This design comes from an exercise in tuning for small area, a short achievable clock period and few clock cycles per item on the open sky130 flow, not from production work. No run shown here included a check of the RTL's function; only the layout flow was run.

==> design.v <==
`timescale 1ns/1ps
module dot_s0 (
    input  logic [7:0] a0, a1, a2, a3,
    input  logic [7:0] b0, b1, b2, b3,
    output logic [69:0] co
);
    logic t0;
    logic t58;
    logic t116;
    logic t232;
    logic t174;
    logic t233;
    logic t1;
    logic t8;
    logic t59;
    logic t234;
    logic t66;
    logic t117;
    logic t124;
    logic t236;
    logic t377;
    logic t175;
    logic t182;
    logic t467;
    logic t468;
    logic t378;
    logic t235;
    logic t237;
    logic t2;
    logic t9;
    logic t16;
    logic t238;
    logic t379;
    logic t60;
    logic t67;
    logic t74;
    logic t240;
    logic t118;
    logic t125;
    logic t132;
    logic t242;
    logic t176;
    logic t183;
    logic t190;
    logic t244;
    logic t381;
    logic t469;
    logic t470;
    logic t380;
    logic t382;
    logic t239;
    logic t241;
    logic t243;
    logic t383;
    logic t471;
    logic t245;
    logic t3;
    logic t10;
    logic t17;
    logic t246;
    logic t24;
    logic t61;
    logic t68;
    logic t248;
    logic t385;
    logic t75;
    logic t82;
    logic t119;
    logic t250;
    logic t126;
    logic t133;
    logic t140;
    logic t252;
    logic t177;
    logic t184;
    logic t191;
    logic t254;
    logic t387;
    logic t198;
    logic t473;
    logic t472;
    logic t474;
    logic t384;
    logic t386;
    logic t388;
    logic t475;
    logic t247;
    logic t249;
    logic t251;
    logic t389;
    logic t253;
    logic t255;
    logic t4;
    logic t11;
    logic t18;
    logic t256;
    logic t391;
    logic t25;
    logic t32;
    logic t62;
    logic t258;
    logic t69;
    logic t76;
    logic t83;
    logic t260;
    logic t90;
    logic t120;
    logic t127;
    logic t262;
    logic t393;
    logic t477;
    logic t134;
    logic t141;
    logic t148;
    logic t264;
    logic t178;
    logic t185;
    logic t192;
    logic t266;
    logic t199;
    logic t395;
    logic t206;
    logic t476;
    logic t478;
    logic t390;
    logic t392;
    logic t394;
    logic t479;
    logic t396;
    logic t257;
    logic t259;
    logic t261;
    logic t397;
    logic t263;
    logic t265;
    logic t267;
    logic t399;
    logic t481;
    logic t5;
    logic t12;
    logic t19;
    logic t268;
    logic t26;
    logic t33;
    logic t40;
    logic t270;
    logic t63;
    logic t70;
    logic t77;
    logic t272;
    logic t401;
    logic t84;
    logic t91;
    logic t98;
    logic t274;
    logic t121;
    logic t128;
    logic t135;
    logic t276;
    logic t142;
    logic t149;
    logic t156;
    logic t278;
    logic t403;
    logic t179;
    logic t186;
    logic t193;
    logic t280;
    logic t483;
    logic t200;
    logic t207;
    logic t214;
    logic t282;
    logic t480;
    logic t482;
    logic t484;
    logic t398;
    logic t400;
    logic t402;
    logic t485;
    logic t404;
    logic t269;
    logic t271;
    logic t273;
    logic t405;
    logic t275;
    logic t277;
    logic t279;
    logic t407;
    logic t487;
    logic t281;
    logic t283;
    logic t6;
    logic t13;
    logic t20;
    logic t284;
    logic t409;
    logic t27;
    logic t34;
    logic t41;
    logic t286;
    logic t47;
    logic t64;
    logic t71;
    logic t288;
    logic t78;
    logic t85;
    logic t92;
    logic t290;
    logic t411;
    logic t99;
    logic t105;
    logic t122;
    logic t292;
    logic t129;
    logic t136;
    logic t143;
    logic t294;
    logic t150;
    logic t157;
    logic t163;
    logic t296;
    logic t413;
    logic t489;
    logic t180;
    logic t187;
    logic t194;
    logic t298;
    logic t201;
    logic t208;
    logic t215;
    logic t300;
    logic t221;
    logic t415;
    logic t486;
    logic t488;
    logic t490;
    logic t406;
    logic t408;
    logic t410;
    logic t491;
    logic t412;
    logic t414;
    logic t416;
    logic t493;
    logic t285;
    logic t287;
    logic t289;
    logic t417;
    logic t291;
    logic t293;
    logic t295;
    logic t419;
    logic t297;
    logic t299;
    logic t301;
    logic t421;
    logic t495;
    logic t7;
    logic t14;
    logic t21;
    logic t302;
    logic t28;
    logic t35;
    logic t42;
    logic t304;
    logic t48;
    logic t53;
    logic t65;
    logic t306;
    logic t423;
    logic t72;
    logic t79;
    logic t86;
    logic t308;
    logic t93;
    logic t100;
    logic t106;
    logic t310;
    logic t111;
    logic t123;
    logic t130;
    logic t312;
    logic t425;
    logic t137;
    logic t144;
    logic t151;
    logic t314;
    logic t158;
    logic t164;
    logic t169;
    logic t316;
    logic t181;
    logic t188;
    logic t195;
    logic t318;
    logic t427;
    logic t497;
    logic t202;
    logic t209;
    logic t216;
    logic t320;
    logic t222;
    logic t227;
    logic t322;
    logic t499;
    logic t492;
    logic t494;
    logic t496;
    logic t498;
    logic t500;
    logic t418;
    logic t420;
    logic t422;
    logic t501;
    logic t424;
    logic t426;
    logic t428;
    logic t503;
    logic t303;
    logic t305;
    logic t307;
    logic t429;
    logic t309;
    logic t311;
    logic t313;
    logic t431;
    logic t315;
    logic t317;
    logic t319;
    logic t433;
    logic t505;
    logic t321;
    logic t323;
    logic t15;
    logic t22;
    logic t29;
    logic t324;
    logic t435;
    logic t36;
    logic t43;
    logic t49;
    logic t326;
    logic t54;
    logic t73;
    logic t80;
    logic t328;
    logic t87;
    logic t94;
    logic t101;
    logic t330;
    logic t437;
    logic t107;
    logic t112;
    logic t131;
    logic t332;
    logic t138;
    logic t145;
    logic t152;
    logic t334;
    logic t159;
    logic t165;
    logic t170;
    logic t336;
    logic t439;
    logic t507;
    logic t189;
    logic t196;
    logic t203;
    logic t338;
    logic t210;
    logic t217;
    logic t223;
    logic t340;
    logic t228;
    logic t441;
    logic t502;
    logic t504;
    logic t506;
    logic t508;
    logic t430;
    logic t432;
    logic t434;
    logic t509;
    logic t436;
    logic t438;
    logic t440;
    logic t511;
    logic t442;
    logic t325;
    logic t327;
    logic t329;
    logic t443;
    logic t331;
    logic t333;
    logic t335;
    logic t445;
    logic t513;
    logic t337;
    logic t339;
    logic t341;
    logic t447;
    logic t23;
    logic t30;
    logic t37;
    logic t342;
    logic t44;
    logic t50;
    logic t55;
    logic t344;
    logic t81;
    logic t88;
    logic t95;
    logic t346;
    logic t449;
    logic t102;
    logic t108;
    logic t113;
    logic t348;
    logic t139;
    logic t146;
    logic t153;
    logic t350;
    logic t160;
    logic t166;
    logic t171;
    logic t352;
    logic t451;
    logic t515;
    logic t197;
    logic t204;
    logic t211;
    logic t354;
    logic t218;
    logic t224;
    logic t229;
    logic t356;
    logic t517;
    logic t510;
    logic t512;
    logic t514;
    logic t516;
    logic t518;
    logic t444;
    logic t446;
    logic t448;
    logic t519;
    logic t450;
    logic t452;
    logic t343;
    logic t345;
    logic t347;
    logic t453;
    logic t521;
    logic t349;
    logic t351;
    logic t353;
    logic t455;
    logic t355;
    logic t357;
    logic t31;
    logic t38;
    logic t45;
    logic t358;
    logic t457;
    logic t51;
    logic t56;
    logic t89;
    logic t360;
    logic t96;
    logic t103;
    logic t109;
    logic t362;
    logic t114;
    logic t147;
    logic t154;
    logic t364;
    logic t459;
    logic t523;
    logic t161;
    logic t167;
    logic t172;
    logic t366;
    logic t205;
    logic t212;
    logic t219;
    logic t368;
    logic t225;
    logic t230;
    logic t370;
    logic t461;
    logic t520;
    logic t522;
    logic t524;
    logic t454;
    logic t456;
    logic t458;
    logic t525;
    logic t460;
    logic t462;
    logic t359;
    logic t361;
    logic t363;
    logic t463;
    logic t526;
    logic t365;
    logic t367;
    logic t369;
    logic t464;
    logic t371;
    logic t39;
    logic t46;
    logic t52;
    logic t372;
    logic t57;
    logic t97;
    logic t104;
    logic t373;
    logic t465;
    logic t110;
    logic t115;
    logic t155;
    logic t374;
    logic t162;
    logic t168;
    logic t173;
    logic t375;
    logic t213;
    logic t220;
    logic t226;
    logic t376;
    logic t466;
    logic t527;
    logic t231;
    assign t0 = a0[0] & b0[0];
    assign t58 = a1[0] & b1[0];
    assign t116 = a2[0] & b2[0];
    assign t232 = t0 ^ t58 ^ t116;
    assign t174 = a3[0] & b3[0];
    assign t233 = (t0 & t58) | (t0 & t116) | (t58 & t116);
    assign t1 = a0[0] & b0[1];
    assign t8 = a0[1] & b0[0];
    assign t59 = a1[0] & b1[1];
    assign t234 = t1 ^ t8 ^ t59;
    assign t66 = a1[1] & b1[0];
    assign t117 = a2[0] & b2[1];
    assign t124 = a2[1] & b2[0];
    assign t236 = t66 ^ t117 ^ t124;
    assign t377 = t233 ^ t234 ^ t236;
    assign t175 = a3[0] & b3[1];
    assign t182 = a3[1] & b3[0];
    assign t467 = t377 ^ t175 ^ t182;
    assign t468 = (t377 & t175) | (t377 & t182) | (t175 & t182);
    assign t378 = (t233 & t234) | (t233 & t236) | (t234 & t236);
    assign t235 = (t1 & t8) | (t1 & t59) | (t8 & t59);
    assign t237 = (t66 & t117) | (t66 & t124) | (t117 & t124);
    assign t2 = a0[0] & b0[2];
    assign t9 = a0[1] & b0[1];
    assign t16 = a0[2] & b0[0];
    assign t238 = t2 ^ t9 ^ t16;
    assign t379 = t235 ^ t237 ^ t238;
    assign t60 = a1[0] & b1[2];
    assign t67 = a1[1] & b1[1];
    assign t74 = a1[2] & b1[0];
    assign t240 = t60 ^ t67 ^ t74;
    assign t118 = a2[0] & b2[2];
    assign t125 = a2[1] & b2[1];
    assign t132 = a2[2] & b2[0];
    assign t242 = t118 ^ t125 ^ t132;
    assign t176 = a3[0] & b3[2];
    assign t183 = a3[1] & b3[1];
    assign t190 = a3[2] & b3[0];
    assign t244 = t176 ^ t183 ^ t190;
    assign t381 = t240 ^ t242 ^ t244;
    assign t469 = t378 ^ t379 ^ t381;
    assign t470 = (t378 & t379) | (t378 & t381) | (t379 & t381);
    assign t380 = (t235 & t237) | (t235 & t238) | (t237 & t238);
    assign t382 = (t240 & t242) | (t240 & t244) | (t242 & t244);
    assign t239 = (t2 & t9) | (t2 & t16) | (t9 & t16);
    assign t241 = (t60 & t67) | (t60 & t74) | (t67 & t74);
    assign t243 = (t118 & t125) | (t118 & t132) | (t125 & t132);
    assign t383 = t239 ^ t241 ^ t243;
    assign t471 = t380 ^ t382 ^ t383;
    assign t245 = (t176 & t183) | (t176 & t190) | (t183 & t190);
    assign t3 = a0[0] & b0[3];
    assign t10 = a0[1] & b0[2];
    assign t17 = a0[2] & b0[1];
    assign t246 = t3 ^ t10 ^ t17;
    assign t24 = a0[3] & b0[0];
    assign t61 = a1[0] & b1[3];
    assign t68 = a1[1] & b1[2];
    assign t248 = t24 ^ t61 ^ t68;
    assign t385 = t245 ^ t246 ^ t248;
    assign t75 = a1[2] & b1[1];
    assign t82 = a1[3] & b1[0];
    assign t119 = a2[0] & b2[3];
    assign t250 = t75 ^ t82 ^ t119;
    assign t126 = a2[1] & b2[2];
    assign t133 = a2[2] & b2[1];
    assign t140 = a2[3] & b2[0];
    assign t252 = t126 ^ t133 ^ t140;
    assign t177 = a3[0] & b3[3];
    assign t184 = a3[1] & b3[2];
    assign t191 = a3[2] & b3[1];
    assign t254 = t177 ^ t184 ^ t191;
    assign t387 = t250 ^ t252 ^ t254;
    assign t198 = a3[3] & b3[0];
    assign t473 = t385 ^ t387 ^ t198;
    assign t472 = (t380 & t382) | (t380 & t383) | (t382 & t383);
    assign t474 = (t385 & t387) | (t385 & t198) | (t387 & t198);
    assign t384 = (t239 & t241) | (t239 & t243) | (t241 & t243);
    assign t386 = (t245 & t246) | (t245 & t248) | (t246 & t248);
    assign t388 = (t250 & t252) | (t250 & t254) | (t252 & t254);
    assign t475 = t384 ^ t386 ^ t388;
    assign t247 = (t3 & t10) | (t3 & t17) | (t10 & t17);
    assign t249 = (t24 & t61) | (t24 & t68) | (t61 & t68);
    assign t251 = (t75 & t82) | (t75 & t119) | (t82 & t119);
    assign t389 = t247 ^ t249 ^ t251;
    assign t253 = (t126 & t133) | (t126 & t140) | (t133 & t140);
    assign t255 = (t177 & t184) | (t177 & t191) | (t184 & t191);
    assign t4 = a0[0] & b0[4];
    assign t11 = a0[1] & b0[3];
    assign t18 = a0[2] & b0[2];
    assign t256 = t4 ^ t11 ^ t18;
    assign t391 = t253 ^ t255 ^ t256;
    assign t25 = a0[3] & b0[1];
    assign t32 = a0[4] & b0[0];
    assign t62 = a1[0] & b1[4];
    assign t258 = t25 ^ t32 ^ t62;
    assign t69 = a1[1] & b1[3];
    assign t76 = a1[2] & b1[2];
    assign t83 = a1[3] & b1[1];
    assign t260 = t69 ^ t76 ^ t83;
    assign t90 = a1[4] & b1[0];
    assign t120 = a2[0] & b2[4];
    assign t127 = a2[1] & b2[3];
    assign t262 = t90 ^ t120 ^ t127;
    assign t393 = t258 ^ t260 ^ t262;
    assign t477 = t389 ^ t391 ^ t393;
    assign t134 = a2[2] & b2[2];
    assign t141 = a2[3] & b2[1];
    assign t148 = a2[4] & b2[0];
    assign t264 = t134 ^ t141 ^ t148;
    assign t178 = a3[0] & b3[4];
    assign t185 = a3[1] & b3[3];
    assign t192 = a3[2] & b3[2];
    assign t266 = t178 ^ t185 ^ t192;
    assign t199 = a3[3] & b3[1];
    assign t395 = t264 ^ t266 ^ t199;
    assign t206 = a3[4] & b3[0];
    assign t476 = (t384 & t386) | (t384 & t388) | (t386 & t388);
    assign t478 = (t389 & t391) | (t389 & t393) | (t391 & t393);
    assign t390 = (t247 & t249) | (t247 & t251) | (t249 & t251);
    assign t392 = (t253 & t255) | (t253 & t256) | (t255 & t256);
    assign t394 = (t258 & t260) | (t258 & t262) | (t260 & t262);
    assign t479 = t390 ^ t392 ^ t394;
    assign t396 = (t264 & t266) | (t264 & t199) | (t266 & t199);
    assign t257 = (t4 & t11) | (t4 & t18) | (t11 & t18);
    assign t259 = (t25 & t32) | (t25 & t62) | (t32 & t62);
    assign t261 = (t69 & t76) | (t69 & t83) | (t76 & t83);
    assign t397 = t257 ^ t259 ^ t261;
    assign t263 = (t90 & t120) | (t90 & t127) | (t120 & t127);
    assign t265 = (t134 & t141) | (t134 & t148) | (t141 & t148);
    assign t267 = (t178 & t185) | (t178 & t192) | (t185 & t192);
    assign t399 = t263 ^ t265 ^ t267;
    assign t481 = t396 ^ t397 ^ t399;
    assign t5 = a0[0] & b0[5];
    assign t12 = a0[1] & b0[4];
    assign t19 = a0[2] & b0[3];
    assign t268 = t5 ^ t12 ^ t19;
    assign t26 = a0[3] & b0[2];
    assign t33 = a0[4] & b0[1];
    assign t40 = a0[5] & b0[0];
    assign t270 = t26 ^ t33 ^ t40;
    assign t63 = a1[0] & b1[5];
    assign t70 = a1[1] & b1[4];
    assign t77 = a1[2] & b1[3];
    assign t272 = t63 ^ t70 ^ t77;
    assign t401 = t268 ^ t270 ^ t272;
    assign t84 = a1[3] & b1[2];
    assign t91 = a1[4] & b1[1];
    assign t98 = a1[5] & b1[0];
    assign t274 = t84 ^ t91 ^ t98;
    assign t121 = a2[0] & b2[5];
    assign t128 = a2[1] & b2[4];
    assign t135 = a2[2] & b2[3];
    assign t276 = t121 ^ t128 ^ t135;
    assign t142 = a2[3] & b2[2];
    assign t149 = a2[4] & b2[1];
    assign t156 = a2[5] & b2[0];
    assign t278 = t142 ^ t149 ^ t156;
    assign t403 = t274 ^ t276 ^ t278;
    assign t179 = a3[0] & b3[5];
    assign t186 = a3[1] & b3[4];
    assign t193 = a3[2] & b3[3];
    assign t280 = t179 ^ t186 ^ t193;
    assign t483 = t401 ^ t403 ^ t280;
    assign t200 = a3[3] & b3[2];
    assign t207 = a3[4] & b3[1];
    assign t214 = a3[5] & b3[0];
    assign t282 = t200 ^ t207 ^ t214;
    assign t480 = (t390 & t392) | (t390 & t394) | (t392 & t394);
    assign t482 = (t396 & t397) | (t396 & t399) | (t397 & t399);
    assign t484 = (t401 & t403) | (t401 & t280) | (t403 & t280);
    assign t398 = (t257 & t259) | (t257 & t261) | (t259 & t261);
    assign t400 = (t263 & t265) | (t263 & t267) | (t265 & t267);
    assign t402 = (t268 & t270) | (t268 & t272) | (t270 & t272);
    assign t485 = t398 ^ t400 ^ t402;
    assign t404 = (t274 & t276) | (t274 & t278) | (t276 & t278);
    assign t269 = (t5 & t12) | (t5 & t19) | (t12 & t19);
    assign t271 = (t26 & t33) | (t26 & t40) | (t33 & t40);
    assign t273 = (t63 & t70) | (t63 & t77) | (t70 & t77);
    assign t405 = t269 ^ t271 ^ t273;
    assign t275 = (t84 & t91) | (t84 & t98) | (t91 & t98);
    assign t277 = (t121 & t128) | (t121 & t135) | (t128 & t135);
    assign t279 = (t142 & t149) | (t142 & t156) | (t149 & t156);
    assign t407 = t275 ^ t277 ^ t279;
    assign t487 = t404 ^ t405 ^ t407;
    assign t281 = (t179 & t186) | (t179 & t193) | (t186 & t193);
    assign t283 = (t200 & t207) | (t200 & t214) | (t207 & t214);
    assign t6 = a0[0] & b0[6];
    assign t13 = a0[1] & b0[5];
    assign t20 = a0[2] & b0[4];
    assign t284 = t6 ^ t13 ^ t20;
    assign t409 = t281 ^ t283 ^ t284;
    assign t27 = a0[3] & b0[3];
    assign t34 = a0[4] & b0[2];
    assign t41 = a0[5] & b0[1];
    assign t286 = t27 ^ t34 ^ t41;
    assign t47 = a0[6] & b0[0];
    assign t64 = a1[0] & b1[6];
    assign t71 = a1[1] & b1[5];
    assign t288 = t47 ^ t64 ^ t71;
    assign t78 = a1[2] & b1[4];
    assign t85 = a1[3] & b1[3];
    assign t92 = a1[4] & b1[2];
    assign t290 = t78 ^ t85 ^ t92;
    assign t411 = t286 ^ t288 ^ t290;
    assign t99 = a1[5] & b1[1];
    assign t105 = a1[6] & b1[0];
    assign t122 = a2[0] & b2[6];
    assign t292 = t99 ^ t105 ^ t122;
    assign t129 = a2[1] & b2[5];
    assign t136 = a2[2] & b2[4];
    assign t143 = a2[3] & b2[3];
    assign t294 = t129 ^ t136 ^ t143;
    assign t150 = a2[4] & b2[2];
    assign t157 = a2[5] & b2[1];
    assign t163 = a2[6] & b2[0];
    assign t296 = t150 ^ t157 ^ t163;
    assign t413 = t292 ^ t294 ^ t296;
    assign t489 = t409 ^ t411 ^ t413;
    assign t180 = a3[0] & b3[6];
    assign t187 = a3[1] & b3[5];
    assign t194 = a3[2] & b3[4];
    assign t298 = t180 ^ t187 ^ t194;
    assign t201 = a3[3] & b3[3];
    assign t208 = a3[4] & b3[2];
    assign t215 = a3[5] & b3[1];
    assign t300 = t201 ^ t208 ^ t215;
    assign t221 = a3[6] & b3[0];
    assign t415 = t298 ^ t300 ^ t221;
    assign t486 = (t398 & t400) | (t398 & t402) | (t400 & t402);
    assign t488 = (t404 & t405) | (t404 & t407) | (t405 & t407);
    assign t490 = (t409 & t411) | (t409 & t413) | (t411 & t413);
    assign t406 = (t269 & t271) | (t269 & t273) | (t271 & t273);
    assign t408 = (t275 & t277) | (t275 & t279) | (t277 & t279);
    assign t410 = (t281 & t283) | (t281 & t284) | (t283 & t284);
    assign t491 = t406 ^ t408 ^ t410;
    assign t412 = (t286 & t288) | (t286 & t290) | (t288 & t290);
    assign t414 = (t292 & t294) | (t292 & t296) | (t294 & t296);
    assign t416 = (t298 & t300) | (t298 & t221) | (t300 & t221);
    assign t493 = t412 ^ t414 ^ t416;
    assign t285 = (t6 & t13) | (t6 & t20) | (t13 & t20);
    assign t287 = (t27 & t34) | (t27 & t41) | (t34 & t41);
    assign t289 = (t47 & t64) | (t47 & t71) | (t64 & t71);
    assign t417 = t285 ^ t287 ^ t289;
    assign t291 = (t78 & t85) | (t78 & t92) | (t85 & t92);
    assign t293 = (t99 & t105) | (t99 & t122) | (t105 & t122);
    assign t295 = (t129 & t136) | (t129 & t143) | (t136 & t143);
    assign t419 = t291 ^ t293 ^ t295;
    assign t297 = (t150 & t157) | (t150 & t163) | (t157 & t163);
    assign t299 = (t180 & t187) | (t180 & t194) | (t187 & t194);
    assign t301 = (t201 & t208) | (t201 & t215) | (t208 & t215);
    assign t421 = t297 ^ t299 ^ t301;
    assign t495 = t417 ^ t419 ^ t421;
    assign t7 = ~(a0[0] & b0[7]);
    assign t14 = a0[1] & b0[6];
    assign t21 = a0[2] & b0[5];
    assign t302 = t7 ^ t14 ^ t21;
    assign t28 = a0[3] & b0[4];
    assign t35 = a0[4] & b0[3];
    assign t42 = a0[5] & b0[2];
    assign t304 = t28 ^ t35 ^ t42;
    assign t48 = a0[6] & b0[1];
    assign t53 = ~(a0[7] & b0[0]);
    assign t65 = ~(a1[0] & b1[7]);
    assign t306 = t48 ^ t53 ^ t65;
    assign t423 = t302 ^ t304 ^ t306;
    assign t72 = a1[1] & b1[6];
    assign t79 = a1[2] & b1[5];
    assign t86 = a1[3] & b1[4];
    assign t308 = t72 ^ t79 ^ t86;
    assign t93 = a1[4] & b1[3];
    assign t100 = a1[5] & b1[2];
    assign t106 = a1[6] & b1[1];
    assign t310 = t93 ^ t100 ^ t106;
    assign t111 = ~(a1[7] & b1[0]);
    assign t123 = ~(a2[0] & b2[7]);
    assign t130 = a2[1] & b2[6];
    assign t312 = t111 ^ t123 ^ t130;
    assign t425 = t308 ^ t310 ^ t312;
    assign t137 = a2[2] & b2[5];
    assign t144 = a2[3] & b2[4];
    assign t151 = a2[4] & b2[3];
    assign t314 = t137 ^ t144 ^ t151;
    assign t158 = a2[5] & b2[2];
    assign t164 = a2[6] & b2[1];
    assign t169 = ~(a2[7] & b2[0]);
    assign t316 = t158 ^ t164 ^ t169;
    assign t181 = ~(a3[0] & b3[7]);
    assign t188 = a3[1] & b3[6];
    assign t195 = a3[2] & b3[5];
    assign t318 = t181 ^ t188 ^ t195;
    assign t427 = t314 ^ t316 ^ t318;
    assign t497 = t423 ^ t425 ^ t427;
    assign t202 = a3[3] & b3[4];
    assign t209 = a3[4] & b3[3];
    assign t216 = a3[5] & b3[2];
    assign t320 = t202 ^ t209 ^ t216;
    assign t222 = a3[6] & b3[1];
    assign t227 = ~(a3[7] & b3[0]);
    assign t322 = t222 ^ t227;
    assign t499 = t320 ^ t322;
    assign t492 = (t406 & t408) | (t406 & t410) | (t408 & t410);
    assign t494 = (t412 & t414) | (t412 & t416) | (t414 & t416);
    assign t496 = (t417 & t419) | (t417 & t421) | (t419 & t421);
    assign t498 = (t423 & t425) | (t423 & t427) | (t425 & t427);
    assign t500 = t320 & t322;
    assign t418 = (t285 & t287) | (t285 & t289) | (t287 & t289);
    assign t420 = (t291 & t293) | (t291 & t295) | (t293 & t295);
    assign t422 = (t297 & t299) | (t297 & t301) | (t299 & t301);
    assign t501 = t418 ^ t420 ^ t422;
    assign t424 = (t302 & t304) | (t302 & t306) | (t304 & t306);
    assign t426 = (t308 & t310) | (t308 & t312) | (t310 & t312);
    assign t428 = (t314 & t316) | (t314 & t318) | (t316 & t318);
    assign t503 = t424 ^ t426 ^ t428;
    assign t303 = (t7 & t14) | (t7 & t21) | (t14 & t21);
    assign t305 = (t28 & t35) | (t28 & t42) | (t35 & t42);
    assign t307 = (t48 & t53) | (t48 & t65) | (t53 & t65);
    assign t429 = t303 ^ t305 ^ t307;
    assign t309 = (t72 & t79) | (t72 & t86) | (t79 & t86);
    assign t311 = (t93 & t100) | (t93 & t106) | (t100 & t106);
    assign t313 = (t111 & t123) | (t111 & t130) | (t123 & t130);
    assign t431 = t309 ^ t311 ^ t313;
    assign t315 = (t137 & t144) | (t137 & t151) | (t144 & t151);
    assign t317 = (t158 & t164) | (t158 & t169) | (t164 & t169);
    assign t319 = (t181 & t188) | (t181 & t195) | (t188 & t195);
    assign t433 = t315 ^ t317 ^ t319;
    assign t505 = t429 ^ t431 ^ t433;
    assign t321 = (t202 & t209) | (t202 & t216) | (t209 & t216);
    assign t323 = t222 & t227;
    assign t15 = ~(a0[1] & b0[7]);
    assign t22 = a0[2] & b0[6];
    assign t29 = a0[3] & b0[5];
    assign t324 = t15 ^ t22 ^ t29;
    assign t435 = t321 ^ t323 ^ t324;
    assign t36 = a0[4] & b0[4];
    assign t43 = a0[5] & b0[3];
    assign t49 = a0[6] & b0[2];
    assign t326 = t36 ^ t43 ^ t49;
    assign t54 = ~(a0[7] & b0[1]);
    assign t73 = ~(a1[1] & b1[7]);
    assign t80 = a1[2] & b1[6];
    assign t328 = t54 ^ t73 ^ t80;
    assign t87 = a1[3] & b1[5];
    assign t94 = a1[4] & b1[4];
    assign t101 = a1[5] & b1[3];
    assign t330 = t87 ^ t94 ^ t101;
    assign t437 = t326 ^ t328 ^ t330;
    assign t107 = a1[6] & b1[2];
    assign t112 = ~(a1[7] & b1[1]);
    assign t131 = ~(a2[1] & b2[7]);
    assign t332 = t107 ^ t112 ^ t131;
    assign t138 = a2[2] & b2[6];
    assign t145 = a2[3] & b2[5];
    assign t152 = a2[4] & b2[4];
    assign t334 = t138 ^ t145 ^ t152;
    assign t159 = a2[5] & b2[3];
    assign t165 = a2[6] & b2[2];
    assign t170 = ~(a2[7] & b2[1]);
    assign t336 = t159 ^ t165 ^ t170;
    assign t439 = t332 ^ t334 ^ t336;
    assign t507 = t435 ^ t437 ^ t439;
    assign t189 = ~(a3[1] & b3[7]);
    assign t196 = a3[2] & b3[6];
    assign t203 = a3[3] & b3[5];
    assign t338 = t189 ^ t196 ^ t203;
    assign t210 = a3[4] & b3[4];
    assign t217 = a3[5] & b3[3];
    assign t223 = a3[6] & b3[2];
    assign t340 = t210 ^ t217 ^ t223;
    assign t228 = ~(a3[7] & b3[1]);
    assign t441 = t338 ^ t340 ^ t228;
    assign t502 = (t418 & t420) | (t418 & t422) | (t420 & t422);
    assign t504 = (t424 & t426) | (t424 & t428) | (t426 & t428);
    assign t506 = (t429 & t431) | (t429 & t433) | (t431 & t433);
    assign t508 = (t435 & t437) | (t435 & t439) | (t437 & t439);
    assign t430 = (t303 & t305) | (t303 & t307) | (t305 & t307);
    assign t432 = (t309 & t311) | (t309 & t313) | (t311 & t313);
    assign t434 = (t315 & t317) | (t315 & t319) | (t317 & t319);
    assign t509 = t430 ^ t432 ^ t434;
    assign t436 = (t321 & t323) | (t321 & t324) | (t323 & t324);
    assign t438 = (t326 & t328) | (t326 & t330) | (t328 & t330);
    assign t440 = (t332 & t334) | (t332 & t336) | (t334 & t336);
    assign t511 = t436 ^ t438 ^ t440;
    assign t442 = (t338 & t340) | (t338 & t228) | (t340 & t228);
    assign t325 = (t15 & t22) | (t15 & t29) | (t22 & t29);
    assign t327 = (t36 & t43) | (t36 & t49) | (t43 & t49);
    assign t329 = (t54 & t73) | (t54 & t80) | (t73 & t80);
    assign t443 = t325 ^ t327 ^ t329;
    assign t331 = (t87 & t94) | (t87 & t101) | (t94 & t101);
    assign t333 = (t107 & t112) | (t107 & t131) | (t112 & t131);
    assign t335 = (t138 & t145) | (t138 & t152) | (t145 & t152);
    assign t445 = t331 ^ t333 ^ t335;
    assign t513 = t442 ^ t443 ^ t445;
    assign t337 = (t159 & t165) | (t159 & t170) | (t165 & t170);
    assign t339 = (t189 & t196) | (t189 & t203) | (t196 & t203);
    assign t341 = (t210 & t217) | (t210 & t223) | (t217 & t223);
    assign t447 = t337 ^ t339 ^ t341;
    assign t23 = ~(a0[2] & b0[7]);
    assign t30 = a0[3] & b0[6];
    assign t37 = a0[4] & b0[5];
    assign t342 = t23 ^ t30 ^ t37;
    assign t44 = a0[5] & b0[4];
    assign t50 = a0[6] & b0[3];
    assign t55 = ~(a0[7] & b0[2]);
    assign t344 = t44 ^ t50 ^ t55;
    assign t81 = ~(a1[2] & b1[7]);
    assign t88 = a1[3] & b1[6];
    assign t95 = a1[4] & b1[5];
    assign t346 = t81 ^ t88 ^ t95;
    assign t449 = t342 ^ t344 ^ t346;
    assign t102 = a1[5] & b1[4];
    assign t108 = a1[6] & b1[3];
    assign t113 = ~(a1[7] & b1[2]);
    assign t348 = t102 ^ t108 ^ t113;
    assign t139 = ~(a2[2] & b2[7]);
    assign t146 = a2[3] & b2[6];
    assign t153 = a2[4] & b2[5];
    assign t350 = t139 ^ t146 ^ t153;
    assign t160 = a2[5] & b2[4];
    assign t166 = a2[6] & b2[3];
    assign t171 = ~(a2[7] & b2[2]);
    assign t352 = t160 ^ t166 ^ t171;
    assign t451 = t348 ^ t350 ^ t352;
    assign t515 = t447 ^ t449 ^ t451;
    assign t197 = ~(a3[2] & b3[7]);
    assign t204 = a3[3] & b3[6];
    assign t211 = a3[4] & b3[5];
    assign t354 = t197 ^ t204 ^ t211;
    assign t218 = a3[5] & b3[4];
    assign t224 = a3[6] & b3[3];
    assign t229 = ~(a3[7] & b3[2]);
    assign t356 = t218 ^ t224 ^ t229;
    assign t517 = t354 ^ t356;
    assign t510 = (t430 & t432) | (t430 & t434) | (t432 & t434);
    assign t512 = (t436 & t438) | (t436 & t440) | (t438 & t440);
    assign t514 = (t442 & t443) | (t442 & t445) | (t443 & t445);
    assign t516 = (t447 & t449) | (t447 & t451) | (t449 & t451);
    assign t518 = t354 & t356;
    assign t444 = (t325 & t327) | (t325 & t329) | (t327 & t329);
    assign t446 = (t331 & t333) | (t331 & t335) | (t333 & t335);
    assign t448 = (t337 & t339) | (t337 & t341) | (t339 & t341);
    assign t519 = t444 ^ t446 ^ t448;
    assign t450 = (t342 & t344) | (t342 & t346) | (t344 & t346);
    assign t452 = (t348 & t350) | (t348 & t352) | (t350 & t352);
    assign t343 = (t23 & t30) | (t23 & t37) | (t30 & t37);
    assign t345 = (t44 & t50) | (t44 & t55) | (t50 & t55);
    assign t347 = (t81 & t88) | (t81 & t95) | (t88 & t95);
    assign t453 = t343 ^ t345 ^ t347;
    assign t521 = t450 ^ t452 ^ t453;
    assign t349 = (t102 & t108) | (t102 & t113) | (t108 & t113);
    assign t351 = (t139 & t146) | (t139 & t153) | (t146 & t153);
    assign t353 = (t160 & t166) | (t160 & t171) | (t166 & t171);
    assign t455 = t349 ^ t351 ^ t353;
    assign t355 = (t197 & t204) | (t197 & t211) | (t204 & t211);
    assign t357 = (t218 & t224) | (t218 & t229) | (t224 & t229);
    assign t31 = ~(a0[3] & b0[7]);
    assign t38 = a0[4] & b0[6];
    assign t45 = a0[5] & b0[5];
    assign t358 = t31 ^ t38 ^ t45;
    assign t457 = t355 ^ t357 ^ t358;
    assign t51 = a0[6] & b0[4];
    assign t56 = ~(a0[7] & b0[3]);
    assign t89 = ~(a1[3] & b1[7]);
    assign t360 = t51 ^ t56 ^ t89;
    assign t96 = a1[4] & b1[6];
    assign t103 = a1[5] & b1[5];
    assign t109 = a1[6] & b1[4];
    assign t362 = t96 ^ t103 ^ t109;
    assign t114 = ~(a1[7] & b1[3]);
    assign t147 = ~(a2[3] & b2[7]);
    assign t154 = a2[4] & b2[6];
    assign t364 = t114 ^ t147 ^ t154;
    assign t459 = t360 ^ t362 ^ t364;
    assign t523 = t455 ^ t457 ^ t459;
    assign t161 = a2[5] & b2[5];
    assign t167 = a2[6] & b2[4];
    assign t172 = ~(a2[7] & b2[3]);
    assign t366 = t161 ^ t167 ^ t172;
    assign t205 = ~(a3[3] & b3[7]);
    assign t212 = a3[4] & b3[6];
    assign t219 = a3[5] & b3[5];
    assign t368 = t205 ^ t212 ^ t219;
    assign t225 = a3[6] & b3[4];
    assign t230 = ~(a3[7] & b3[3]);
    assign t370 = t225 ^ t230 ^ 1'b1;
    assign t461 = t366 ^ t368 ^ t370;
    assign t520 = (t444 & t446) | (t444 & t448) | (t446 & t448);
    assign t522 = (t450 & t452) | (t450 & t453) | (t452 & t453);
    assign t524 = (t455 & t457) | (t455 & t459) | (t457 & t459);
    assign t454 = (t343 & t345) | (t343 & t347) | (t345 & t347);
    assign t456 = (t349 & t351) | (t349 & t353) | (t351 & t353);
    assign t458 = (t355 & t357) | (t355 & t358) | (t357 & t358);
    assign t525 = t454 ^ t456 ^ t458;
    assign t460 = (t360 & t362) | (t360 & t364) | (t362 & t364);
    assign t462 = (t366 & t368) | (t366 & t370) | (t368 & t370);
    assign t359 = (t31 & t38) | (t31 & t45) | (t38 & t45);
    assign t361 = (t51 & t56) | (t51 & t89) | (t56 & t89);
    assign t363 = (t96 & t103) | (t96 & t109) | (t103 & t109);
    assign t463 = t359 ^ t361 ^ t363;
    assign t526 = t460 ^ t462 ^ t463;
    assign t365 = (t114 & t147) | (t114 & t154) | (t147 & t154);
    assign t367 = (t161 & t167) | (t161 & t172) | (t167 & t172);
    assign t369 = (t205 & t212) | (t205 & t219) | (t212 & t219);
    assign t464 = t365 ^ t367 ^ t369;
    assign t371 = (t225 & t230) | (t225 & 1'b1) | (t230 & 1'b1);
    assign t39 = ~(a0[4] & b0[7]);
    assign t46 = a0[5] & b0[6];
    assign t52 = a0[6] & b0[5];
    assign t372 = t39 ^ t46 ^ t52;
    assign t57 = ~(a0[7] & b0[4]);
    assign t97 = ~(a1[4] & b1[7]);
    assign t104 = a1[5] & b1[6];
    assign t373 = t57 ^ t97 ^ t104;
    assign t465 = t371 ^ t372 ^ t373;
    assign t110 = a1[6] & b1[5];
    assign t115 = ~(a1[7] & b1[4]);
    assign t155 = ~(a2[4] & b2[7]);
    assign t374 = t110 ^ t115 ^ t155;
    assign t162 = a2[5] & b2[6];
    assign t168 = a2[6] & b2[5];
    assign t173 = ~(a2[7] & b2[4]);
    assign t375 = t162 ^ t168 ^ t173;
    assign t213 = ~(a3[4] & b3[7]);
    assign t220 = a3[5] & b3[6];
    assign t226 = a3[6] & b3[5];
    assign t376 = t213 ^ t220 ^ t226;
    assign t466 = t374 ^ t375 ^ t376;
    assign t527 = t464 ^ t465 ^ t466;
    assign t231 = ~(a3[7] & b3[4]);
    assign co[0] = t232;
    assign co[1] = t174;
    assign co[2] = t467;
    assign co[3] = t468;
    assign co[4] = t469;
    assign co[5] = t470;
    assign co[6] = t471;
    assign co[7] = t473;
    assign co[8] = t472;
    assign co[9] = t474;
    assign co[10] = t475;
    assign co[11] = t477;
    assign co[12] = t395;
    assign co[13] = t206;
    assign co[14] = t476;
    assign co[15] = t478;
    assign co[16] = t479;
    assign co[17] = t481;
    assign co[18] = t483;
    assign co[19] = t282;
    assign co[20] = t480;
    assign co[21] = t482;
    assign co[22] = t484;
    assign co[23] = t485;
    assign co[24] = t487;
    assign co[25] = t489;
    assign co[26] = t415;
    assign co[27] = t486;
    assign co[28] = t488;
    assign co[29] = t490;
    assign co[30] = t491;
    assign co[31] = t493;
    assign co[32] = t495;
    assign co[33] = t497;
    assign co[34] = t499;
    assign co[35] = t492;
    assign co[36] = t494;
    assign co[37] = t496;
    assign co[38] = t498;
    assign co[39] = t500;
    assign co[40] = t501;
    assign co[41] = t503;
    assign co[42] = t505;
    assign co[43] = t507;
    assign co[44] = t441;
    assign co[45] = t502;
    assign co[46] = t504;
    assign co[47] = t506;
    assign co[48] = t508;
    assign co[49] = t509;
    assign co[50] = t511;
    assign co[51] = t513;
    assign co[52] = t515;
    assign co[53] = t517;
    assign co[54] = t510;
    assign co[55] = t512;
    assign co[56] = t514;
    assign co[57] = t516;
    assign co[58] = t518;
    assign co[59] = t519;
    assign co[60] = t521;
    assign co[61] = t523;
    assign co[62] = t461;
    assign co[63] = t520;
    assign co[64] = t522;
    assign co[65] = t524;
    assign co[66] = t525;
    assign co[67] = t526;
    assign co[68] = t527;
    assign co[69] = t231;
endmodule
module dot_s1 (
    input  logic [69:0] ci,
    output logic [24:0] co
);
    logic t528;
    logic t529;
    logic t530;
    logic t532;
    logic t566;
    logic t567;
    logic t531;
    logic t533;
    logic t534;
    logic t568;
    logic t536;
    logic t590;
    logic t591;
    logic t569;
    logic t535;
    logic t537;
    logic t538;
    logic t570;
    logic t540;
    logic t592;
    logic t593;
    logic t571;
    logic t539;
    logic t541;
    logic t542;
    logic t572;
    logic t544;
    logic t574;
    logic t594;
    logic t595;
    logic t573;
    logic t575;
    logic t543;
    logic t545;
    logic t546;
    logic t576;
    logic t596;
    logic t548;
    logic t550;
    logic t578;
    logic t597;
    logic t577;
    logic t579;
    logic t547;
    logic t549;
    logic t551;
    logic t580;
    logic t598;
    logic t552;
    logic t554;
    logic t556;
    logic t582;
    logic t599;
    logic t581;
    logic t583;
    logic t553;
    logic t555;
    logic t557;
    logic t584;
    logic t600;
    logic t558;
    logic t560;
    logic t562;
    logic t586;
    logic t601;
    logic t585;
    logic t587;
    logic t559;
    logic t561;
    logic t563;
    logic t588;
    logic t602;
    logic t564;
    logic t565;
    logic t589;
    assign t528 = ci[5] ^ ci[6] ^ ci[7];
    assign t529 = (ci[5] & ci[6]) | (ci[5] & ci[7]) | (ci[6] & ci[7]);
    assign t530 = ci[8] ^ ci[9] ^ ci[10];
    assign t532 = ci[11] ^ ci[12] ^ ci[13];
    assign t566 = t529 ^ t530 ^ t532;
    assign t567 = (t529 & t530) | (t529 & t532) | (t530 & t532);
    assign t531 = (ci[8] & ci[9]) | (ci[8] & ci[10]) | (ci[9] & ci[10]);
    assign t533 = (ci[11] & ci[12]) | (ci[11] & ci[13]) | (ci[12] & ci[13]);
    assign t534 = ci[14] ^ ci[15] ^ ci[16];
    assign t568 = t531 ^ t533 ^ t534;
    assign t536 = ci[17] ^ ci[18] ^ ci[19];
    assign t590 = t567 ^ t568 ^ t536;
    assign t591 = (t567 & t568) | (t567 & t536) | (t568 & t536);
    assign t569 = (t531 & t533) | (t531 & t534) | (t533 & t534);
    assign t535 = (ci[14] & ci[15]) | (ci[14] & ci[16]) | (ci[15] & ci[16]);
    assign t537 = (ci[17] & ci[18]) | (ci[17] & ci[19]) | (ci[18] & ci[19]);
    assign t538 = ci[20] ^ ci[21] ^ ci[22];
    assign t570 = t535 ^ t537 ^ t538;
    assign t540 = ci[23] ^ ci[24] ^ ci[25];
    assign t592 = t569 ^ t570 ^ t540;
    assign t593 = (t569 & t570) | (t569 & t540) | (t570 & t540);
    assign t571 = (t535 & t537) | (t535 & t538) | (t537 & t538);
    assign t539 = (ci[20] & ci[21]) | (ci[20] & ci[22]) | (ci[21] & ci[22]);
    assign t541 = (ci[23] & ci[24]) | (ci[23] & ci[25]) | (ci[24] & ci[25]);
    assign t542 = ci[27] ^ ci[28] ^ ci[29];
    assign t572 = t539 ^ t541 ^ t542;
    assign t544 = ci[30] ^ ci[31] ^ ci[32];
    assign t574 = t544 ^ ci[33] ^ ci[34];
    assign t594 = t571 ^ t572 ^ t574;
    assign t595 = (t571 & t572) | (t571 & t574) | (t572 & t574);
    assign t573 = (t539 & t541) | (t539 & t542) | (t541 & t542);
    assign t575 = (t544 & ci[33]) | (t544 & ci[34]) | (ci[33] & ci[34]);
    assign t543 = (ci[27] & ci[28]) | (ci[27] & ci[29]) | (ci[28] & ci[29]);
    assign t545 = (ci[30] & ci[31]) | (ci[30] & ci[32]) | (ci[31] & ci[32]);
    assign t546 = ci[35] ^ ci[36] ^ ci[37];
    assign t576 = t543 ^ t545 ^ t546;
    assign t596 = t573 ^ t575 ^ t576;
    assign t548 = ci[38] ^ ci[39] ^ ci[40];
    assign t550 = ci[41] ^ ci[42] ^ ci[43];
    assign t578 = t548 ^ t550 ^ ci[44];
    assign t597 = (t573 & t575) | (t573 & t576) | (t575 & t576);
    assign t577 = (t543 & t545) | (t543 & t546) | (t545 & t546);
    assign t579 = (t548 & t550) | (t548 & ci[44]) | (t550 & ci[44]);
    assign t547 = (ci[35] & ci[36]) | (ci[35] & ci[37]) | (ci[36] & ci[37]);
    assign t549 = (ci[38] & ci[39]) | (ci[38] & ci[40]) | (ci[39] & ci[40]);
    assign t551 = (ci[41] & ci[42]) | (ci[41] & ci[43]) | (ci[42] & ci[43]);
    assign t580 = t547 ^ t549 ^ t551;
    assign t598 = t577 ^ t579 ^ t580;
    assign t552 = ci[45] ^ ci[46] ^ ci[47];
    assign t554 = ci[48] ^ ci[49] ^ ci[50];
    assign t556 = ci[51] ^ ci[52] ^ ci[53];
    assign t582 = t552 ^ t554 ^ t556;
    assign t599 = (t577 & t579) | (t577 & t580) | (t579 & t580);
    assign t581 = (t547 & t549) | (t547 & t551) | (t549 & t551);
    assign t583 = (t552 & t554) | (t552 & t556) | (t554 & t556);
    assign t553 = (ci[45] & ci[46]) | (ci[45] & ci[47]) | (ci[46] & ci[47]);
    assign t555 = (ci[48] & ci[49]) | (ci[48] & ci[50]) | (ci[49] & ci[50]);
    assign t557 = (ci[51] & ci[52]) | (ci[51] & ci[53]) | (ci[52] & ci[53]);
    assign t584 = t553 ^ t555 ^ t557;
    assign t600 = t581 ^ t583 ^ t584;
    assign t558 = ci[54] ^ ci[55] ^ ci[56];
    assign t560 = ci[57] ^ ci[58] ^ ci[59];
    assign t562 = ci[60] ^ ci[61] ^ ci[62];
    assign t586 = t558 ^ t560 ^ t562;
    assign t601 = (t581 & t583) | (t581 & t584) | (t583 & t584);
    assign t585 = (t553 & t555) | (t553 & t557) | (t555 & t557);
    assign t587 = (t558 & t560) | (t558 & t562) | (t560 & t562);
    assign t559 = (ci[54] & ci[55]) | (ci[54] & ci[56]) | (ci[55] & ci[56]);
    assign t561 = (ci[57] & ci[58]) | (ci[57] & ci[59]) | (ci[58] & ci[59]);
    assign t563 = (ci[60] & ci[61]) | (ci[60] & ci[62]) | (ci[61] & ci[62]);
    assign t588 = t559 ^ t561 ^ t563;
    assign t602 = t585 ^ t587 ^ t588;
    assign t564 = ci[63] ^ ci[64] ^ ci[65];
    assign t565 = ci[66] ^ ci[67] ^ ci[68];
    assign t589 = t564 ^ t565 ^ ci[69];
    assign co[0] = ci[0];
    assign co[1] = ci[1];
    assign co[2] = ci[2];
    assign co[3] = ci[3];
    assign co[4] = ci[4];
    assign co[5] = t528;
    assign co[6] = t566;
    assign co[7] = t590;
    assign co[8] = t591;
    assign co[9] = t592;
    assign co[10] = ci[26];
    assign co[11] = t593;
    assign co[12] = t594;
    assign co[13] = t595;
    assign co[14] = t596;
    assign co[15] = t578;
    assign co[16] = t597;
    assign co[17] = t598;
    assign co[18] = t582;
    assign co[19] = t599;
    assign co[20] = t600;
    assign co[21] = t586;
    assign co[22] = t601;
    assign co[23] = t602;
    assign co[24] = t589;
endmodule
module dot_s2 (
    input  logic [24:0] ci,
    output logic [7:0] res
);
    logic t603;
    logic t604;
    logic t605;
    logic t606;
    logic t607;
    logic t608;
    logic t609;
    logic t610;
    logic t611;
    logic t612;
    logic t613;
    logic t614;
    logic t615;
    logic t616;
    logic t617;
    assign t603 = ci[0] ^ ci[1];
    assign t604 = ci[0] & ci[1];
    assign t605 = ci[3] ^ ci[4];
    assign t606 = ci[3] & ci[4];
    assign t607 = ci[8] ^ ci[9] ^ ci[10];
    assign t608 = (ci[8] & ci[9]) | (ci[8] & ci[10]) | (ci[9] & ci[10]);
    assign t609 = ci[11] ^ ci[12];
    assign t610 = ci[11] & ci[12];
    assign t611 = ci[13] ^ ci[14] ^ ci[15];
    assign t612 = (ci[13] & ci[14]) | (ci[13] & ci[15]) | (ci[14] & ci[15]);
    assign t613 = ci[16] ^ ci[17] ^ ci[18];
    assign t614 = (ci[16] & ci[17]) | (ci[16] & ci[18]) | (ci[17] & ci[18]);
    assign t615 = ci[19] ^ ci[20] ^ ci[21];
    assign t616 = (ci[19] & ci[20]) | (ci[19] & ci[21]) | (ci[20] & ci[21]);
    assign t617 = ci[22] ^ ci[23] ^ ci[24];
    logic [11:0] r0, r1, s;
    assign r0 = {t616, t614, t612, t610, t608, t607, ci[7], ci[6], t606, t605, t604, t603};
    assign r1 = {t617, t615, t613, t611, t609, 1'b0, 1'b0, 1'b0, ci[5], 1'b0, ci[2], 1'b0};
    assign s = r0 + r1;
    assign res = s[11:4];
endmodule
`timescale 1ns/1ps
module systolic_mm_top (
    input  logic                  clk,
    input  logic                  rst,
    input  logic                  in_valid,
    input  logic [8-1:0] in_data,
    output logic                  out_valid,
    output logic [8-1:0] out_data,
    output logic                  busy,
    output logic                  done
);
    localparam int LAT = 3;
    logic       acc_en;   
    logic [4:0] cnt;      
    logic       cv;       
    logic [3:0] n;        
    logic       take;
    logic       vq;       
    logic [4:0] iq;       
    logic       rot;
    logic [1:0] rowsel;
    logic [LAT-1:0] vp;   
    logic [LAT-1:0] lp;   
    logic [LAT:0] lpx;    
    assign take = in_valid && acc_en;
    assign lpx  = {lp, cv && n == 4'd15};
    assign rot  = cv && (n[3:2] != 2'd0 || n[1:0] == 2'd3);
    always_ff @(posedge clk or negedge rst) begin
        if (!rst) begin
            acc_en <= 1'b1;
            cnt    <= '0;
            cv     <= 1'b0;
            n      <= '0;
            vq     <= 1'b0;
            iq     <= '0;
            vp     <= '0;
            lp     <= '0;
            busy   <= 1'b0;
        end else begin
            vq <= take;
            iq <= cnt;
            if (take) begin
                cnt <= cnt + 5'd1;
                if (cnt == 5'd31) acc_en <= 1'b0;
            end
            if (lpx[LAT-1]) acc_en <= 1'b1;  
            if (take && cnt[4:2] == 3'b111) begin
                cv <= 1'b1;
                n  <= {2'b00, cnt[1:0]};
            end else if (rot && n != 4'd15) begin
                cv <= 1'b1;
                n  <= n + 4'd1;
            end else begin
                cv <= 1'b0;
            end
            vp <= LAT'({vp, cv});
            lp <= lpx[LAT-1:0];
            if (take && cnt == 5'd0) busy <= 1'b1;
            else if (done)           busy <= 1'b0;
        end
    end
    assign out_valid = vp[LAT-1];
    assign done      = lp[LAT-1];
    logic [7:0] a_mem [16];
    logic [7:0] bq    [16];
    always_ff @(posedge clk) begin
        if (vq && !iq[4]) a_mem[iq[3:0]] <= bq[0];
    end
    always_ff @(posedge clk) begin
        bq[0] <= rot ? bq[3] : in_data;
        if (rot) begin
            for (int r = 0; r < 4; r++) begin
                bq[4*r+1] <= bq[4*r];
                bq[4*r+2] <= bq[4*r+1];
                bq[4*r+3] <= bq[4*r+2];
            end
            bq[4]  <= bq[7];
            bq[8]  <= bq[11];
            bq[12] <= bq[15];
        end else if (vq && iq[4]) begin
            for (int p = 1; p < 16; p++) bq[p] <= bq[p-1];
        end
    end
    assign rowsel = cv ? (n[3:2] + {1'b0, n[1:0] == 2'd3}) : 2'd0;
    logic [7:0] ta [4];
    logic [7:0] tb [4];
    logic [7:0] res;
    always_ff @(posedge clk) begin
        for (int k = 0; k < 4; k++) ta[k] <= a_mem[{rowsel, 2'(k)}];
    end
    always_comb begin
        for (int k = 0; k < 4; k++) tb[k] = bq[12 - 4*k];
    end
    logic [69:0] c0_d, c0_q;
    dot_s0 u_s0 (.a0(ta[0]), .a1(ta[1]), .a2(ta[2]), .a3(ta[3]), .b0(tb[0]), .b1(tb[1]), .b2(tb[2]), .b3(tb[3]), .co(c0_d));
    always_ff @(posedge clk) c0_q <= c0_d;
    logic [24:0] c1_d, c1_q;
    dot_s1 u_s1 (.ci(c0_q), .co(c1_d));
    always_ff @(posedge clk) c1_q <= c1_d;
    dot_s2 u_s2 (.ci(c1_q), .res(res));
    always_ff @(posedge clk) out_data <= res;
endmodule
==> run.sh <==
#!/bin/bash
# synth_recipe.tcl (not shown) runs the flow's synth.tcl, then flattens the netlist and writes it again
# the make line also repeats each setting of config.mk as NAME=value (left out here)
make -C /OpenROAD-flow-scripts/flow DESIGN_CONFIG=/design/flow/config.mk WORK_HOME=/design/flow/orfs CLKGATE_MAP_FILE= SYNTH_SCRIPT=/design/flow/synth_recipe.tcl finish
==> config.mk <==
export PLATFORM = sky130hd
export DESIGN_NAME = systolic_mm_top
export DESIGN_NICKNAME = systolic_mm_top
export VERILOG_FILES = /design/flow/design.v
export SDC_FILE = /design/flow/constraint.sdc
export NUM_CORES = 4
export LEC_CHECK = 0
export CAP_MARGIN = 20
export CORE_MARGIN = 2
export CORE_UTILIZATION = 65
export SETUP_SLACK_MARGIN = 3.5
export SLEW_MARGIN = 20
==> constraint.sdc <==
create_clock -name core_clock -period 6.0 [get_ports {clk}]
set_input_delay 1.2000 -clock core_clock [delete_from_list [all_inputs] [get_ports {clk}]]
set_output_delay 1.2000 -clock core_clock [all_outputs]
set_load 0.01 [all_outputs]
==> flow_metrics.py, run 1 <==
metrics = {
    "clock_tree": {
        "h-tree-depth": 2,
        "cts_tree": "built",
        "cts.clk_slew.worst_paths_ns": 0.06,
        "numCtsBuffers": 42,
        "worstSkewPairLatency_ns": 0.53,
        "cts_buffer_depth": 3,
        "cts.sinks": 415,
        "clockRootBuffer": "clkbuf_16",
    },
    "floorplan": {
        "ios": 22,
        "die-area_um2": 29700,
        "rows": 61,
        "die_w_um": 172,
        "core_um2": 27900,
        "die_y_um": 172,
        "start_util": 0.660,
    },
    "setup_path": {
        "crit_fanout": 8,
        "worstSetupEndpointType": "flip-flop",
        "crit_type": "flip-flop to flip-flop",
        "worst_ep_required_time_ns": 6.39,
        "startpoint_type": "flip-flop",
        "crit_arrival_ns": 2.91,
    },
    "routing": {
        "drt_pre_antenna_iters": 5,
        "vias": 9280,
        "drtAntennaViolNets": 0,
        "wl_per_cell_um": 20.5,
        "via_per_inst": 5.41,
        "drt_iter0_drc": 654,
        "drc": 0,
        "wirelength_mm": 35.2,
    },
    "logic_synthesis": {
        "syn_inst": 1197,
        "yosysSeqAreaShare": 0.593,
        "synth_area_per_cell_um2": 15.4,
        "syn-num-nets": 1401,
        "synth_cell_type_count": 41,
        "yosysWarnings": 7,
        "synth_edf_count": 248,
        "ys_ff_latch": 415,
        "synthesis.area_um2": 18400,
        "ys.flop_type": "edfxtp_1",
        "async_flop_share": 0.0578,
    },
    "cells_and_area": {
        "diodes": 0,
        "area_delta_synth_final_pct": 13.5,
        "drive_gt1_frac": 0.166,
        "final_core_utilization": 0.750,
        "mostFrequentLayoutCells": "248 x edfxtp_1, 176 x fa_1, 156 x inv_1, 136 x dfxtp_1, 133 x nand2_1",
        "layout_commonest_cell": "edfxtp_1",
        "nNetsFinal": 1508,
    },
    "timing": {
        "hold_viol": 0,
        "setup_ws_ns": 3.48,
        "rsz0062_at_grt": "true",
        "finalCritPeriodShare": 0.420,
        "finalCriticalPeriod_ns": 2.52,
        "slew_headroom": 0.410,
        "hold_ws_ns": 0.325,
        "tightest_slew_ns": 0.880,
        "slew_violations": 0,
        "fmax_mhz": 396,
        "clock_skew_ns": 0.0167,
        "setup_violations": 0,
        "setup_tns_ns": 0,
    },
    "grt": {
        "antenna_found_initial": 0,
        "grt_pass1_wl_mm": 54.9,
        "grtUsageTotal": 0.256,
        "grt_start_max_net_pins": 86,
        "overflow": 0,
        "grt_pass1_vias": 9742,
    },
    "hold_path": {
        "hp-class": "flip-flop to flip-flop",
    },
    "placement": {
        "dpl.hpwl_mm": 23.4,
        "dp_slack_ns": 2.75,
        "port_buffers": 21,
        "place.gp.congestion": 0.850,
    },
    "run": {
        "cap_violations": 0,
    },
    "outcome": {
        "status": "timing/DRC/antenna clean",
    },
}
worst paths after layout:
path | slack [ns] | start | cells after the start | endpoint
min | 0.33 | c0_q[1] | 0 | c1_q[1]
min in group asynchronous | 0.63 | rst | 1 | cnt[1]
max reg2reg | 3.48 | bq[4][3] | 6 | c0_q[33]
max in group asynchronous | 5.01 | rst | 1 | acc_en
max | 3.48 | bq[4][3] | 6 | c0_q[33]
min reg2reg | 0.33 | c0_q[1] | 0 | c1_q[1]
per-stage QoR:
step | std cells | area [um^2]
detailed placement | 1594 | 19100
CTS | 1695 | 20700
finish | 1715 | 20900
global placement | 1594 | 19100
floorplan | 1197 | 18400
global route | 1715 | 20900
sequential cells by signal (all words and copies together), names as in the netlist, 4 cells and up:
| register | flops |
|---|---|
| n | 4 |
| c1_q | 25 |
| iq | 5 |
| bq | 128 |
| out_data | 8 |
| cnt | 5 |
| c0_q | 70 |
| ta | 32 |
| a_mem | 128 |
worst max-delay path, stage by stage, from the launching register on:
cell and delay [ns]:
edfxtp_1 0.56, and2_4 0.25, fa_1 0.55, inv_2 0.05, fa_1 0.49, inv_2 0.04, fa_1 0.45
cell type report:
cell class,count,area (um^2)
Clock inverter,15,154
Fill cell,1738,6980
Inverter,162,608
Tap cell,378,473
Sequential cell,415,10900
Timing Repair Buffer,73,617
Multi-Input combinational cell,610,6900
Clock buffer,62,1200
cell usage after synthesis, types with 4 or more instances:
cell	instances	area share
and2_1	106	0.036
dfrtp_1	23	0.031
buf_4	5	0.0020
nand2b_1	4	0.0014
fa_1	177	0.19
ha_1	16	0.011
inv_1	162	0.033
xor2_1	12	0.0057
nor2_1	17	0.0035
nand2_1	136	0.028
mux2_2	33	0.020
dfxtp_1	143	0.16
a21oi_1	5	0.0014
nor3_1	4	0.0011
edfxtp_1	248	0.40
xnor2_1	35	0.017
mux4_2	32	0.039
kinds of logic after synthesis:
group,after synthesis,share of synthesized area
buffers and inverters,172,0.0367
AO/OA/AOI/OAI,15,0.00517
flip-flops,415,0.593
multiplexers,66,0.0599
XOR/XNOR,49,0.0245
AND/OR/NAND/NOR,287,0.0769
adder cells (fa/ha/maj),193,0.204
per-layer routing:
metal / global-route usage / vias to the layer above / wire (um)
li1: - / 4140 / -
met1: 0.340 / 4771 / 14000
met2: 0.443 / 293 / 18300
met3: 0.0366 / 76 / 1840
met4: 0.0848 / 0 / 1140
met5: 0 / - / 0
what timing repair did:
action	4_1_cts	5_1_grt
setup endpoints to repair	177	110
gates resized for setup	35	28
pin swaps	10	14
setup buffers	24	20
hold buffers	0	0
==> run 2: changes to the inputs <==
--- a/config.mk
+++ b/config.mk
@@ -8,5 +8,6 @@
 export CAP_MARGIN = 20
 export CORE_MARGIN = 2
 export CORE_UTILIZATION = 65
+export CTS_BUF_LIST = sky130_fd_sc_hd__clkbuf_4 sky130_fd_sc_hd__clkbuf_8
 export SETUP_SLACK_MARGIN = 3.5
 export SLEW_MARGIN = 20
==> run 2 against run 1 <==
Against the previous run:
- final cell count is 2.2% higher
- area after synthesis stayed put
- still clean
- first-iteration DRC count is 0.15% higher
- synthesized cell count stayed put
- hold slack worse by 0.0024 ns
- critical endpoint unchanged
- global-route usage is 0.35 points higher
- register-to-register slack better by 0.02 ns
- critical path type unchanged
==> flow_metrics.py, run 2 <==
metrics = {
    "floorplan": {
        "die-area_um2": 29700,
        "start_util": 0.660,
        "die_y_um": 172,
        "die_w_um": 172,
        "rows": 61,
        "ios": 22,
        "core_um2": 27900,
    },
    "setup_path": {
        "path_cells": "and2_4, fa_1, inv_2, fa_1, inv_1, fa_1",
        "crit_arrival_ns": 2.93,
        "worstReg2RegStart": "bq[4][3]",
        "crit_path_max_incr_delay_ns": 0.55,
        "r2r_cells": 6,
        "startpoint_type": "flip-flop",
        "worst_ep_required_time_ns": 6.43,
        "cp_slowest_cell": "fa_1",
        "critical_path.most_common_cell": "fa_1",
        "worstSetupEndpointType": "flip-flop",
        "reg2reg_to": "c0_q[33]",
        "crit_fanout": 7,
        "crit_type": "flip-flop to flip-flop",
        "reg2reg_slack_ns": 3.50,
    },
    "clock_tree": {
        "clockRootBuffer": "clkbuf_8",
        "cts.sinks": 415,
        "numCtsBuffers": 68,
        "cts.clk_slew.worst_paths_ns": 0.06,
        "cts_buffer_depth": 3,
        "h-tree-depth": 3,
        "worstSkewPairLatency_ns": 0.59,
        "hold_buffers": 0,
        "cts_tree": "built",
    },
    "cells_and_area": {
        "seqCellArea_um2": 10900,
        "final_cells": 1753,
        "drive_gt1_frac": 0.199,
        "fin_area_um2": 20900,
        "layout_commonest_cell": "edfxtp_1",
        "fill_cells": 1759,
        "nNetsFinal": 1527,
        "mostFrequentLayoutCells": "248 x edfxtp_1, 175 x fa_1, 155 x inv_1, 136 x dfxtp_1, 132 x nand2_1",
        "diodes": 0,
        "area_delta_synth_final_pct": 13.7,
        "multiInputGateArea_um2": 6900,
    },
    "routing": {
        "drt_iter0_drc": 655,
        "drt_pre_antenna_iters": 5,
        "drtAntennaViolNets": 0,
        "wirelength_mm": 35.4,
        "wl_per_cell_um": 20.2,
        "via_per_inst": 5.34,
        "vias": 9362,
        "drc": 0,
    },
    "logic_synthesis": {
        "synth_cell_type_count": 41,
        "ys_ff_latch": 415,
        "synth_edf_count": 248,
        "yosysSeqAreaShare": 0.593,
        "synthesis.area_um2": 18400,
        "syn_inst": 1197,
        "synth_area_per_cell_um2": 15.4,
        "synth.most_common_cell": "edfxtp_1",
        "synthTopCellsByArea": "edfxtp_1 40%, fa_1 19%, dfxtp_1 16%",
        "yosysTopAreaCell": "edfxtp_1",
        "ys_top_cells_by_count": "248 x edfxtp_1, 177 x fa_1, 162 x inv_1",
        "syn-num-nets": 1401,
        "yosysWarnings": 7,
        "ys.flop_type": "edfxtp_1",
        "yosysTopAreaCellShare": 0.405,
        "async_flop_share": 0.0578,
    },
    "placement": {
        "dpl.hpwl_mm": 23.4,
        "dpl_cell_area_um2": 19100,
        "port_buffers": 21,
        "numPlacedInstances": 1594,
        "place.gp.congestion": 0.850,
    },
    "outcome": {
        "status": "timing/DRC/antenna clean",
    },
    "timing": {
        "slew_violations": 0,
        "setup_violations": 0,
        "fmax_mhz": 399,
        "slew_headroom": 0.441,
        "finalCritPeriodShare": 0.417,
        "rsz0062_at_grt": "true",
        "hold_viol": 0,
        "tightest_slew_ns": 0.834,
        "setup_tns_ns": 0,
        "clock_skew_ns": 0.0370,
        "finalCriticalPeriod_ns": 2.50,
    },
    "hold_path": {
        "whs_path_depth": 0,
        "hp-class": "flip-flop to flip-flop",
        "holdPathEnd": "c1_q[10]",
        "min_from": "c0_q[26]",
    },
    "run": {
        "cap_violations": 0,
    },
    "grt": {
        "grt_pass1_vias": 10000,
        "overflow": 0,
        "grtUsageTotal": 0.260,
        "antenna_found_initial": 0,
        "grt_pass1_wl_mm": 55.4,
        "grt_start_max_net_pins": 86,
    },
}
[run 2: through the flow]
| stage | setup WS (ns) | hold slack [ns] | utilization |
|---|---|---|---|
| after floorplan | 3.61 | 0.310 | - |
| after global placement | 2.82 | 0.311 | 0.685 |
| after detailed placement | 2.75 | 0.313 | 0.685 |
| after CTS | 3.45 | 0.327 | 0.747 |
| after global routing | 3.43 | 0.326 | 0.750 |
| final | 3.50 | 0.323 | 0.750 |
[run 2: per-layer routing]
metal / vias to the layer above / part of all wire / global-route usage
li1: 4182 / - / -
met1: 4811 / 0.40 / 0.332
met2: 277 / 0.51 / 0.442
met3: 92 / 0.051 / 0.0455
met4: 0 / 0.040 / 0.115
met5: - / 0 / 0
[run 2: worst max path at each step]
stage,cells after the start,slack [ns],startpoint,to
finish,6,3.50,bq[4][3],c0_q[33]
global route,6,3.43,bq[12][4],c0_q[52]
CTS,5,3.45,bq[12][2],c0_q[33]
detailed placement,5,2.75,n[0],bq[15][3]
global placement,5,2.82,n[0],bq[14][3]
floorplan,5,3.61,n[0],bq[10][0]
[run 2: kinds of logic (layout without fill, tap and decap cells)]
group / Yosys count / after routing / share of synthesized area
AOI/OAI and AO/OA: 15 / 15 / 0.00517
xor gates and xnor gates: 49 / 49 / 0.0245
adders and majority gates: 193 / 193 / 0.204
buffers and inverters: 172 / 350 / 0.0367
DFF: 415 / 415 / 0.593
muxes: 66 / 66 / 0.0599
and+or+nand+nor: 287 / 287 / 0.0769
[run 2: timing repair]
action,in CTS,in global routing
pin swaps,14,16
setup endpoints to repair,178,109
buffers inserted,29,8
gates resized for setup,43,22
[run 2: worst max-delay path: cells and delay by family, from the launching register on]
kind | cells | cell delay [ns]
DFF | 1 | 0.54
adders and majority gates | 3 | 1.48
buffers and inverters | 2 | 0.10
and+or+nand+nor | 1 | 0.24
[run 2: final cells by class]
class | count | share of cell area
clock inverter | 22 | 0.00928
timing repair buffer | 66 | 0.0269
inverter | 162 | 0.0291
sequential | 415 | 0.523
clock buffer | 100 | 0.0590
tap | 378 | 0.0226
multi-input combinational | 610 | 0.330

-- what the ideal ports hide --
No port has a modelled driver above. Below, the same layouts with a new extraction and two added sets of constraints.
Step 1 assumes that a clkbuf_16 drives the clock port and a buf_2 every other input.
Step 2 times the ports against the registers' clock, not the clock port: input delays grow and output delays shrink by t, the midpoint of the rising clock arrivals with the driver on.
Three values: ideal ports, drivers, drivers and shift; two values: the first two.
run | shift t [ns] | setup slack, ns | worst hold slack (ns) | worst register clock-pin slew, ns
run 1 | 0.575 | 3.477 / 3.477 / 3.302 | 0.325 / 0.325 / 0.325 | 0.06 / 0.06
run 2 | 0.625 | 3.497 / 3.497 / 3.294 | 0.323 / 0.323 / 0.323 | 0.07 / 0.07
After both steps every run listed still meets setup and hold. The setup slack of run 2, which loses most, moves by 0.000 ns with the drivers and by -0.203 ns with both steps.
